This is an optimization exercise on Yosys and OpenROAD, whose aim is small area, not a production implementation. In this exercise RTL edits were held to simulation tests only and were not proved equivalent to the original. Power and IR drop assume default switching activity.

## run 1
==> flow/design.v (excerpt) <==
module des_key_schedule
(
	input logic clk,
	input logic reset,
	input logic key_load,
	input logic key_decrypt,
	input logic [1:64] user_key,
	output logic keys_valid,
	output logic [1:768] round_keys   
);
Size in the first run: ~2000 cells after synthesis, about 990 flip-flops, ~840 I/O pins, roughly 24000 um2 of cells after synthesis.
export LEC_CHECK = 0
export ABC_AREA = 1
export CAP_MARGIN = 20
export CORE_MARGIN = 2
export CORE_UTILIZATION = 40
export CTS_BUF_LIST = sky130_fd_sc_hd__clkbuf_4
export CTS_CLUSTER_SIZE = 30
export SLEW_MARGIN = 20
create_clock -name core_clock -period 5.0 [get_ports {clk}]
run.sh (not shown) runs the stock make flow with config.mk's settings and CLKGATE_MAP_FILE= SYNTH_SCRIPT=/design/flow/synth_recipe.tcl, a recipe that flattens the netlist after the stock synthesis.
Run 1 finished every step from synthesis to the final layout, and the layout passed the timing, DRC and antenna checks.
> inputs changed (run 1 -> run 2)
-- flow/config.mk --
<<< run 1, line 8
export ABC_AREA = 1
>>> run 2, line 8
<<< run 1, line 12
export CTS_BUF_LIST = sky130_fd_sc_hd__clkbuf_4
export CTS_CLUSTER_SIZE = 30
>>> run 2, line 11
--- outcome ---
The global-route wire length before repair on run 1 is in line with that on run 2.
The flow did not stop early for run 2: all stages ran, and the layout cleared the timing, DRC and antenna checks.
Changes observed in run 2 relative to run 1: least setup slack across all paths after layout went up 0.79 ns; worst slack at placement now larger; total global-route track usage shrank by 6.2 points; synthesized area moved up.
Note that the static power due to leakage recorded for run 2 amounts to 1.06 times the value seen in run 1.
Compared with run 1, via count in run 2 decreased by a few percent.
Utilization run 1 -> run 2: down
Diff run 1..run 2 | number of vias per cell after detailed routing | negligible
Run comparison: run 1 cell with the biggest individual delay on the critical path sky130_fd_sc_hd__dfxtp_2; run 2 cell with the biggest individual delay on the critical path sky130_fd_sc_hd__dfxtp_4
Run 2 vs run 1 — number of nets in the synthesized netlist dropped by a few percent
Setup changes, run 2 to run 3
==> flow/flow/run.sh (new file) <==
#!/bin/bash
# Standard layout, but the port buffers use the smallest buffer cell
set -e
cd "$(dirname "$0")/.."
echo "export BUFFER_PORTS_ARGS = -buffer_cell sky130_fd_sc_hd__buf_1" >> "$FLOW_CONFIG"
export BUFFER_PORTS_ARGS="-buffer_cell sky130_fd_sc_hd__buf_1"
bash standard.sh > standard.log 2>&1
==> flow/standard.sh (new file) <==
#!/bin/bash
# synth_recipe.tcl (not shown) runs the flow's synth.tcl, then flattens the netlist and writes it again
# the make line also repeats each setting of config.mk as NAME=value (left out here)
make -C /OpenROAD-flow-scripts/flow DESIGN_CONFIG=/design/flow/config.mk WORK_HOME=/design/flow/orfs CLKGATE_MAP_FILE= SYNTH_SCRIPT=/design/flow/synth_recipe.tcl "${@:-finish}"
-- flow/config.mk --
<<< run 2, line 8
>>> run 3, line 8
export ABC_AREA = 1
<<< run 2, line 11
>>> run 3, line 12
export CTS_BUF_LIST = sky130_fd_sc_hd__clkbuf_4
export CTS_CLUSTER_SIZE = 30
<<< run 2, line 12
>>> run 3, line 15
export BUFFER_PORTS_ARGS = -buffer_cell sky130_fd_sc_hd__buf_1
removed: flow/run.sh
Findings:
- The higher routed wire length per instance of run 3 and run 2 is in run 2.
- Reported combinational group power was higher in run 2 than in run 3.
- Taking run 2 as the reference point, the non-clock buffer count of run 3 falls by 35.
- Biggest fanout along the worst timing path shrinks by more than a quarter when moving from run 2 to run 3.
- Design area (run 3 vs. run 2) decreases by more than a quarter
- From run 2 to run 3 the numbers moved as follows: area of the core lower; first-pass iteration count of the detailed router higher; number of vias per cell higher.
- Run 3 vs run 2 — minimum clock period after layout rose 0.68 ns.
- In run 3, number of clock buffers inserted by TritonCTS is higher than in run 2.


Setup of willow:
des_key_schedule, a different RTL version from the one above (not shown whole).
Size in the first run: ~2000 cells after synthesis, ~990 flip-flops, about 0.024 sq mm of cells after synthesis.
## des_key_schedule
module des_key_schedule
(
	input logic clk,
	input logic reset,
	input logic key_load,
	input logic key_decrypt,
	input logic [1:64] user_key,
	output logic keys_valid,
	output logic [1:768] round_keys   
);
	localparam int depth = 17;   
	function automatic int total_shift(input int r);
		total_shift = 0;
		for (int j = 1; j <= r; j++) total_shift = total_shift + des_key_tables_pkg::enc_shift_table(j);
	endfunction
	function automatic int key_src(input int r, input int i);
		if (des_key_tables_pkg::pc2_table(i) <= 28)
			key_src = (des_key_tables_pkg::pc2_table(i) - 1 + total_shift(r)) % 28 + 1;
		else
			key_src = (des_key_tables_pkg::pc2_table(i) - 29 + total_shift(r)) % 28 + 29;
	endfunction
	logic [1:56] pc1_sel;
	always_comb begin
		for (int i = 1; i <= 56; i++) pc1_sel[i] = user_key[des_key_tables_pkg::pc1_table(i)];
	end
	logic [1:56 * depth] cd_q;
	logic [0:depth - 1] dec_q;
	logic [0:depth - 1] valid_q;   
	always_ff @(posedge clk) begin
		cd_q <= {pc1_sel, cd_q[1:56 * (depth - 1)]};
		dec_q <= {key_decrypt, dec_q[0:depth - 2]};
	end
	always_ff @(posedge clk) begin
		valid_q[0] <= key_load & ~reset;
		for (int j = 1; j < depth; j++) begin
			if (j % 2 == 1) valid_q[j] <= ~(valid_q[j - 1] & ~reset);
			else valid_q[j] <= ~(valid_q[j - 1] | reset);
		end
	end
	logic [1:56] cd_last;
	logic dec_last;
	logic [1:56] enc_gate_n;   
	logic [1:56] dec_gate_n;   
	assign cd_last = cd_q[56 * (depth - 1) + 1:56 * depth];
	assign dec_last = dec_q[depth - 1];
	assign enc_gate_n = ~(cd_last & {56{~dec_last}});
	assign dec_gate_n = ~(cd_last & {56{dec_last}});
	always_comb begin
		for (int k = 1; k <= 16; k++) begin
			for (int i = 1; i <= 48; i++) begin
				round_keys[48 * (k - 1) + i] = ~(enc_gate_n[key_src(k, i)] & dec_gate_n[key_src(17 - k, i)]);
			end
		end
	end
	assign keys_valid = valid_q[depth - 1];
endmodule
==> flow/config.mk <==
export PLATFORM = sky130hd
export DESIGN_NAME = des_key_schedule
export DESIGN_NICKNAME = des_key_schedule
export VERILOG_FILES = /design/flow/design.v
export SDC_FILE = /design/flow/constraint.sdc
export NUM_CORES = 4
export LEC_CHECK = 0
export ABC_AREA = 1
export CAP_MARGIN = 0
export CORE_MARGIN = 2
export CORE_UTILIZATION = 40
export SLEW_MARGIN = 0
export BUFFER_PORTS_ARGS = -buffer_cell sky130_fd_sc_hd__buf_1
export CTS_ARGS = -sink_clustering_enable -repair_clock_nets -dont_use_dummy_load -buf_list {sky130_fd_sc_hd__clkbuf_4 sky130_fd_sc_hd__clkbuf_8} -sink_clustering_size 20 -sink_clustering_max_diameter 50
==> flow/constraint.sdc <==
create_clock -name core_clock -period 5.0 [get_ports {clk}]
set_input_delay 1.0000 -clock core_clock [delete_from_list [all_inputs] [get_ports {clk}]]
set_output_delay 1.0000 -clock core_clock [all_outputs]
set_load 0.01 [all_outputs]
standard.sh (not shown) runs the stock make flow with config.mk's settings and CLKGATE_MAP_FILE= SYNTH_SCRIPT=/design/flow/synth_recipe.tcl, a recipe that flattens the netlist after the stock synthesis.
==> flow/flow/run.sh <==
#!/bin/bash
# The standard layout with two changes: the port buffers use the smallest
# buffer cell, and clock tree synthesis uses larger sink clusters of clkbuf_4 and clkbuf_8
# and no dummy loads. Each tool's output is kept in standard.log.
set -e
cd "$(dirname "$0")/.."
cat >> "$FLOW_CONFIG" <<'CFG'
export BUFFER_PORTS_ARGS = -buffer_cell sky130_fd_sc_hd__buf_1
export CTS_ARGS = -sink_clustering_enable -repair_clock_nets -dont_use_dummy_load -buf_list {sky130_fd_sc_hd__clkbuf_4 sky130_fd_sc_hd__clkbuf_8} -sink_clustering_size 20 -sink_clustering_max_diameter 50
CFG
bash standard.sh > standard.log 2>&1
Relative to willow, the following input files were edited for zinc:
==> flow/flow/run.sh <==
#!/bin/bash
# The standard layout with two changes: the port buffers use the smallest
# buffer cell, and clock tree synthesis uses larger sink clusters of clkbuf_8
# and no dummy loads. Each tool's output is kept in standard.log.
set -e
cd "$(dirname "$0")/.."
cat >> "$FLOW_CONFIG" <<'CFG'
export BUFFER_PORTS_ARGS = -buffer_cell sky130_fd_sc_hd__buf_1
export CTS_ARGS = -sink_clustering_enable -repair_clock_nets -dont_use_dummy_load -buf_list sky130_fd_sc_hd__clkbuf_8 -sink_clustering_size 25 -sink_clustering_max_diameter 50
CFG
bash standard.sh > standard.log 2>&1
==> flow/config.mk <==
export PLATFORM = sky130hd
export DESIGN_NAME = des_key_schedule
export DESIGN_NICKNAME = des_key_schedule
export VERILOG_FILES = /design/flow/design.v
export SDC_FILE = /design/flow/constraint.sdc
export NUM_CORES = 4
export LEC_CHECK = 0
export ABC_AREA = 1
export CAP_MARGIN = 20
export CORE_MARGIN = 2
export CORE_UTILIZATION = 60
export SLEW_MARGIN = 20
export BUFFER_PORTS_ARGS = -buffer_cell sky130_fd_sc_hd__buf_1
export CTS_ARGS = -sink_clustering_enable -repair_clock_nets -dont_use_dummy_load -buf_list sky130_fd_sc_hd__clkbuf_8 -sink_clustering_size 25 -sink_clustering_max_diameter 50
### Flow results
Stage in which a tool error killed zinc: I/O pin placement. Placement row count, willow and zinc: lower on zinc. Comparing floorplan die height for willow and zinc, the bigger number came from willow. Initial core utilization for zinc: 21 points up relative to willow. Any difference in proportion of synthesized flip-flops having asynchronous set or reset between willow and zinc is small enough to ignore. As far as number of library cell types mapped by synthesis goes, zinc and willow are indistinguishable; the numbers are identical. In zinc the overall die width turned out 18% lower than in willow.
Relative to zinc, the following input files were edited for maple:
==> flow/flow/run.sh <==
#!/bin/bash
# The standard layout with these changes:
#  - the port buffers use the smallest buffer cell;
#  - global placement does not keep the resizer's early buffering;
#  - NAND gates that synthesis upsized go back to size 1 before floorplan;
#  - clock tree synthesis uses larger sink clusters of clkbuf_4 and clkbuf_8
#    and no dummy loads.
# Each tool's output goes to a log file of its own in this folder.
set -e
cd "$(dirname "$0")/.."
cat >> "$FLOW_CONFIG" <<'CFG'
export BUFFER_PORTS_ARGS = -buffer_cell sky130_fd_sc_hd__buf_1
export GPL_KEEP_OVERFLOW = 0
export CTS_ARGS = -sink_clustering_enable -repair_clock_nets -dont_use_dummy_load -buf_list {sky130_fd_sc_hd__clkbuf_4 sky130_fd_sc_hd__clkbuf_8} -sink_clustering_size 20 -sink_clustering_max_diameter 50
CFG
bash standard.sh synth > synth.log 2>&1
SYNTH_ODB=orfs/results/sky130hd/des_key_schedule/base/1_synth.odb openroad -no_init -exit flow/downsize.tcl > downsize.log 2>&1
bash standard.sh > standard.log 2>&1
==> flow/flow/downsize.tcl (new file) <==
# Synthesis upsizes a few high-fanout NAND gates; timing has ample slack, so
# give them back their smallest size before placement (the resizer adds
# buffers later where a net needs them).
set f $::env(SYNTH_ODB)
read_db $f
set small [[ord::get_db] findMaster sky130_fd_sc_hd__nand2_1]
set n 0
foreach i [[ord::get_db_block] getInsts] {
  if {[[$i getMaster] getName] eq "sky130_fd_sc_hd__nand2_2"} {
    $i swapMaster $small
    incr n
  }
}
puts "downsized $n instances"
write_db $f
==> flow/config.mk <==
export PLATFORM = sky130hd
export DESIGN_NAME = des_key_schedule
export DESIGN_NICKNAME = des_key_schedule
export VERILOG_FILES = /design/flow/design.v
export SDC_FILE = /design/flow/constraint.sdc
export NUM_CORES = 4
export LEC_CHECK = 0
export ABC_AREA = 1
export CAP_MARGIN = 20
export CORE_MARGIN = 2
export CORE_UTILIZATION = 40
export SLEW_MARGIN = 20
export BUFFER_PORTS_ARGS = -buffer_cell sky130_fd_sc_hd__buf_1
export GPL_KEEP_OVERFLOW = 0
export CTS_ARGS = -sink_clustering_enable -repair_clock_nets -dont_use_dummy_load -buf_list {sky130_fd_sc_hd__clkbuf_4 sky130_fd_sc_hd__clkbuf_8} -sink_clustering_size 20 -sink_clustering_max_diameter 50
[summary]
Every stage of the flow completed for maple, and the final layout passed the timing, DRC and antenna checks.
For zinc, the flow was terminated by a tool error in I/O pin placement and produced no final design.
[compare] base=zinc new=maple: count of mapped cells out of synthesis has remained practically unchanged; average instance area after synthesis has decreased; overall die height has increased; number of rows created at floorplan has increased.
Mapped cell area: maple vs zinc down 0.37%
zinc → maple: horizontal die dimension saw an increase; async set-reset flop share out of synthesis has remained practically unchanged.
[inputs] ember vs maple
==> flow/flow/run.sh <==
#!/bin/bash
# The standard layout with two changes: the port buffers use the smallest
# buffer cell, and clock tree synthesis uses larger sink clusters of clkbuf_4 and clkbuf_8
# and no dummy loads. Each tool's output is kept in standard.log.
set -e
cd "$(dirname "$0")/.."
cat >> "$FLOW_CONFIG" <<'CFG'
export BUFFER_PORTS_ARGS = -buffer_cell sky130_fd_sc_hd__buf_1
export CTS_ARGS = -sink_clustering_enable -repair_clock_nets -dont_use_dummy_load -buf_list {sky130_fd_sc_hd__clkbuf_4 sky130_fd_sc_hd__clkbuf_8} -sink_clustering_size 20 -sink_clustering_max_diameter 50
CFG
bash standard.sh > standard.log 2>&1
diff --git a/flow/config.mk b/flow/config.mk
--- a/flow/config.mk
+++ b/flow/config.mk
@@ -10,6 +10,6 @@
 export CORE_MARGIN = 2
 export CORE_UTILIZATION = 40
+export GPL_TIMING_DRIVEN = 0
 export SLEW_MARGIN = 20
 export BUFFER_PORTS_ARGS = -buffer_cell sky130_fd_sc_hd__buf_1
-export GPL_KEEP_OVERFLOW = 0
 export CTS_ARGS = -sink_clustering_enable -repair_clock_nets -dont_use_dummy_load -buf_list {sky130_fd_sc_hd__clkbuf_4 sky130_fd_sc_hd__clkbuf_8} -sink_clustering_size 20 -sink_clustering_max_diameter 50
removed: flow/flow/downsize.tcl
Notes after the runs:
Comparing ember and maple, the higher final area was measured on ember.
Summary of ember over maple: non-clock buffer count has increased; number of setup buffers added after CTS has remained practically unchanged.
Compared with maple, ember degrades total power.
## Diff of input files: tundra against ember
==> flow/flow/run.sh <==
#!/bin/bash
# The standard layout with two changes: the port buffers use the smallest
# buffer cell, and clock tree synthesis uses larger sink clusters of clkbuf_4 and clkbuf_8
# and no dummy loads. Each tool's output is kept in standard.log.
set -e
cd "$(dirname "$0")/.."
cat >> "$FLOW_CONFIG" <<'CFG'
export BUFFER_PORTS_ARGS = -buffer_cell sky130_fd_sc_hd__buf_1
export CTS_ARGS = -sink_clustering_enable -repair_clock_nets -dont_use_dummy_load -buf_list {sky130_fd_sc_hd__clkbuf_4 sky130_fd_sc_hd__clkbuf_8} -sink_clustering_size 16 -sink_clustering_max_diameter 40
CFG
bash standard.sh > standard.log 2>&1
==> flow/config.mk <==
export PLATFORM = sky130hd
export DESIGN_NAME = des_key_schedule
export DESIGN_NICKNAME = des_key_schedule
export VERILOG_FILES = /design/flow/design.v
export SDC_FILE = /design/flow/constraint.sdc
export NUM_CORES = 4
export LEC_CHECK = 0
export ABC_AREA = 1
export CAP_MARGIN = 20
export CORE_MARGIN = 2
export CORE_UTILIZATION = 40
export SLEW_MARGIN = 20
export BUFFER_PORTS_ARGS = -buffer_cell sky130_fd_sc_hd__buf_1
export CTS_ARGS = -sink_clustering_enable -repair_clock_nets -dont_use_dummy_load -buf_list {sky130_fd_sc_hd__clkbuf_4 sky130_fd_sc_hd__clkbuf_8} -sink_clustering_size 16 -sink_clustering_max_diameter 40
--- outcome ---
tundra: done, clean on timing, DRC and antenna. Compared with ember, tundra shows a higher number of iterations in the first detailed-routing pass. Lower number of antenna violations at the first check in global routing among tundra and ember: ember. Summary of tundra over ember: first-iteration DRC count picked up an extra 7.1%, wire length went down by about 9%, worst relative slew slack lower, synthesis-to-finish area growth -3.9 points.
## Diff of input files: amber against tundra
==> flow/flow/run.sh <==
#!/bin/bash
# The standard layout with two changes: the port buffers use the smallest
# buffer cell, and clock tree synthesis uses larger sink clusters of clkbuf_4 and clkbuf_8
# and no dummy loads. Each tool's output is kept in standard.log.
set -e
cd "$(dirname "$0")/.."
cat >> "$FLOW_CONFIG" <<'CFG'
export BUFFER_PORTS_ARGS = -buffer_cell sky130_fd_sc_hd__buf_1
export CTS_ARGS = -sink_clustering_enable -repair_clock_nets -dont_use_dummy_load -buf_list {sky130_fd_sc_hd__clkbuf_4 sky130_fd_sc_hd__clkbuf_8} -sink_clustering_size 20 -sink_clustering_max_diameter 50
CFG
bash standard.sh > standard.log 2>&1
diff --git a/flow/config.mk b/flow/config.mk
--- a/flow/config.mk
+++ b/flow/config.mk
@@ -12,3 +12,3 @@
 export SLEW_MARGIN = 20
 export BUFFER_PORTS_ARGS = -buffer_cell sky130_fd_sc_hd__buf_1
-export CTS_ARGS = -sink_clustering_enable -repair_clock_nets -dont_use_dummy_load -buf_list {sky130_fd_sc_hd__clkbuf_4 sky130_fd_sc_hd__clkbuf_8} -sink_clustering_size 16 -sink_clustering_max_diameter 40
+export CTS_ARGS = -sink_clustering_enable -repair_clock_nets -dont_use_dummy_load -buf_list {sky130_fd_sc_hd__clkbuf_4 sky130_fd_sc_hd__clkbuf_8} -sink_clustering_size 20 -sink_clustering_max_diameter 50
### Flow results
- Comparing amber and tundra, the lower final period demand of the worst path is on tundra.
- When amber is measured against tundra, its final-layout clock-cell area share turns out 1.2 points lower.
- Comparing amber and tundra, share of the cycle needed by the critical path after routing is higher on amber.

[static timing again, ports no longer ideal]
Ports are ideal in the flow. The routed layouts listed here were re-timed in OpenROAD.
Step 1, drivers: a clkbuf_16 drives clk and a buf_2 each remaining input, both assumed.
Step 2, shift: input delay + t, output delay - t, t = (earliest + latest rising clock arrival at the registers) / 2. This alone moves slack from input paths to output paths.
Three values: ideal ports, drivers, drivers and shift; two values: the first two.
run | t, ns | setup slack, ns | worst register clock-pin slew, ns
run 1 | 0.897 | 0.236 / 0.179 / 1.075 | 0.07 / 0.07
run 2 | 0.669 | 1.026 / 0.967 / 1.636 | 0.07 / 0.07
run 3 | 0.901 | 0.351 / 0.295 / 1.196 | 0.08 / 0.08
willow | 0.679 | 0.607 / 0.552 / 1.231 | 0.11 / 0.11
maple | 0.685 | 0.314 / 0.268 / 0.953 | 0.11 / 0.11
ember | 0.707 | 0.932 / 0.873 / 1.580 | 0.11 / 0.11
tundra | 0.682 | 0.804 / 0.746 / 1.428 | 0.09 / 0.09
amber | 0.677 | 0.761 / 0.707 / 1.384 | 0.11 / 0.11
After both steps every run listed still meets setup and hold.
